From an optimization exercise on the open Yosys and OpenROAD flow, aimed at small area, a short achievable clock period and few clock cycles; shortcuts taken in it are not production practice.
Function was checked by simulation only, so behaviour that the tests miss may differ from the original.

// complex_unit
module complex_unit (
    input  logic          cpu_clk_i,
    input  logic          rst_i,
    input  logic          flush_i,
    input  logic          cu_valid_i,
    input  logic [2:0]    cu_opcode_i,
    input  logic [31:0]   cu_operand1_i,
    input  logic [31:0]   cu_operand2_i,
    output logic          busy_o,
    output logic [31:0]   result_o,
    output logic          wb_valid_o
);
    localparam logic [2:0] S_IDLE = 3'd0, S_MUL = 3'd1, S_NORM = 3'd2,
                           S_DIV = 3'd3, S_DONE = 3'd4;
    logic [2:0]  r_state;
    logic [32:0] r_p;       
    logic [31:0] r_q;       
    logic [32:0] r_x;       
    logic [4:0]  r_cnt;     
    logic        r_div;     
    logic        r_hi;      
    logic        r_neg;     
    function automatic logic [5:0] bitlen(input logic [31:0] v);
        bitlen = 6'd0;
        for (int i = 0; i < 32; i++)
            if (v[i]) bitlen = 6'(i + 1);
    endfunction
    function automatic logic [64:0] bk_add(input logic [63:0] a, input logic [63:0] b,
                                           input logic cin, input int w);
        logic [64:0] g, p, gg, pp;
        logic [64:0] r;
        g = '0; p = '0;
        g[0] = cin; p[0] = 1'b0;
        for (int i = 0; i < w; i++) begin
            g[i+1] = a[i] & b[i];
            p[i+1] = a[i] ^ b[i];
        end
        gg = g; pp = p;
        for (int d = 1; d <= 64; d = d * 2)
            for (int i = 2*d - 1; i <= w; i = i + 2*d) begin
                gg[i] = gg[i] | (pp[i] & gg[i-d]);
                pp[i] = pp[i] & pp[i-d];
            end
  ...
For scale: about 110 I/O pins.
make LEC_CHECK=0 CAP_MARGIN=20 CORE_MARGIN=2 CORE_UTILIZATION=50 SLEW_MARGIN=20 finish   # period 10.0 ns
run.sh (not shown) runs the stock make flow with config.mk's settings and CLKGATE_MAP_FILE= SYNTH_SCRIPT=/design/flow/synth_recipe.tcl, a recipe that flattens the netlist after the stock synthesis.
Testbench counts at the start, summed over its fixed seeds: cycles 13,035.
Then changed:
Settings changed: SETUP_SLACK_MARGIN set to 4.
Outcome: Sequential share of layout area came out lower by 0.74 points. Maximum frequency came out higher by about 18%. Critical path depth goes down by 1. Hold slack stays flat. Die area does not change. Core utilization climbs by 3.9 points. Setup slack improves by 1100 ps.

---

run A:
complex_unit, a different RTL version from the one above (not shown whole).
For scale: roughly 3000 cells after synthesis, roughly 110 flip-flops, roughly 25000 µm² of cells after synthesis.
export LEC_CHECK = 0
export CAP_MARGIN = 20
export CORE_MARGIN = 2
export CORE_UTILIZATION = 40
export SETUP_SLACK_MARGIN = 3.25
export SLEW_MARGIN = 20
export TNS_END_PERCENT = 30
create_clock -name core_clock -period 10.0 [get_ports {cpu_clk_i}]
Run A finished every stage and its layout cleared the timing, DRC and antenna checks.
Testbench counts of run A, summed over its fixed seeds: cycles 12,772.
Relative to run A, the following input files were edited for run D:
Settings: TNS_END_PERCENT: 30 -> unset; SETUP_SLACK_MARGIN: 3.25 -> 3.75.
--- outcome ---
Relative to run A, the part of the cycle the worst path needs of run D is lower by 3.0 points.
Comparing run D and run A, the lower utilization is on run A.

---

## JK
complex_unit again, from the RTL that the note above started with.
export LEC_CHECK = 0
export CAP_MARGIN = 20
export CORE_MARGIN = 2
export CORE_UTILIZATION = 40
export SETUP_SLACK_MARGIN = 4.5
export SLEW_MARGIN = 20
create_clock -name core_clock -period 10.0 [get_ports {cpu_clk_i}]
JK finished every step from synthesis to the final layout, and the layout passed the timing, DRC and antenna checks.
Testbench counts of JK, summed over its fixed seeds: cycles 12,772.
Here is what was changed in the inputs of MS compared with JK.
-- flow/config.mk --
<<< JK, line 11
export SETUP_SLACK_MARGIN = 4.5
>>> MS, line 11
export SETUP_SLACK_MARGIN = 3
[summary]
- Run comparison: JK capturing instance or port of the critical path r_p[14]; MS capturing instance or port of the critical path r_p[31]
- MS vs. JK: number of violations reported at the end of detailed-routing iteration 0 has decreased, worst setup slack went down, portion of the clock cycle consumed by the worst path in the final layout has increased, sequential cell count was more or less identical, area added between synthesis and finish down 8.6 points.
- Re number of buffers inserted by hold repair at cts: no difference whatsoever between JK and MS.
- Summary of MS over JK: instance count on the critical path moved down; average via count per standard cell neither gained nor lost much.
- Compared with JK, in MS core utilization went down.
The inputs of AL differ from those of MS as listed below.
-- flow/config.mk --
<<< MS, line 11
export SETUP_SLACK_MARGIN = 3
>>> AL, line 11
export SETUP_SLACK_MARGIN = 3.5
==> comparison <==
AL: register-to-register slack is 0.35 ns higher than what MS reported.
The global-route usage of AL exceeds that of MS by 0.77 points.
Diff AL..MS | hold buffer count at cts | unchanged
Final critical-path setup slack ended up 0.35 ns higher on AL than on MS.
Compared with MS, in AL slew of the pin with the lowest slew margin picked up an extra 0.11 ns; core utilization picked up an extra 1.5 points.
Changes in TR relative to AL:
-- flow/config.mk --
<<< AL, line 10
export CORE_UTILIZATION = 40
>>> TR, line 10
export CORE_UTILIZATION = 50
### Flow results
The clock transition at the registers of the reported paths of AL and that of TR are within noise of each other. Sort TR and AL by share of cells above drive strength 1 desc -> top: TR. Run comparison: TR last element of the critical path r_p[22]; AL last element of the critical path r_p[13]. Delta (TR minus AL): number of flip-flops and latches in the synthesized netlist held; final design instance area without fill increased about 1.9%.

[static timing again, ports no longer ideal]
How much do the figures lean on ideal ports? The routed layouts below were timed once more, with nothing changed but the port constraints.
Step 1 (the two cells are an assumption about what drives the block):
set clk [get_ports {cpu_clk_i}]
set_driving_cell -lib_cell sky130_fd_sc_hd__clkbuf_16 $clk
set_driving_cell -lib_cell sky130_fd_sc_hd__buf_2 [delete_from_list [all_inputs] $clk]
Step 2 times the ports against the registers' clock, not the clock port: input delays grow and output delays shrink by t, the midpoint of the rising clock arrivals with the driver on.
Slacks: ideal ports / drivers / drivers and shift; pairs: ideal ports / drivers.
run	t (ns)	setup WS [ns]	hold slack, ns	worst setup path at the end	slew at the worst register clock pin (ns)
the first run of note 1	0.459	2.757 / 2.699 / 2.802	0.490 / 0.490 / 0.490	register to register	0.09 / 0.09
the second run of note 1	0.460	3.873 / 3.815 / 3.454	0.491 / 0.491 / 0.491	input to register	0.09 / 0.09
run A	0.454	3.287 / 3.287 / 3.035	0.490 / 0.490 / 0.490	input to register	0.09 / 0.09
run D	0.435	3.584 / 3.584 / 3.285	0.505 / 0.505 / 0.505	input to register	0.10 / 0.10
JK	0.448	3.614 / 3.614 / 3.281	0.487 / 0.487 / 0.487	input to register	0.10 / 0.10
MS	0.453	3.187 / 3.187 / 2.804	0.492 / 0.492 / 0.492	input to register	0.09 / 0.09
AL	0.450	3.532 / 3.523 / 3.139	0.490 / 0.490 / 0.490	input to register	0.09 / 0.09
TR	0.444	3.565 / 3.551 / 3.161	0.503 / 0.503 / 0.503	input to register	0.10 / 0.10
After both steps every run listed still meets setup and hold. The setup slack of the second run of note 1, which loses most, moves by -0.058 ns with the drivers and by -0.419 ns with both steps.
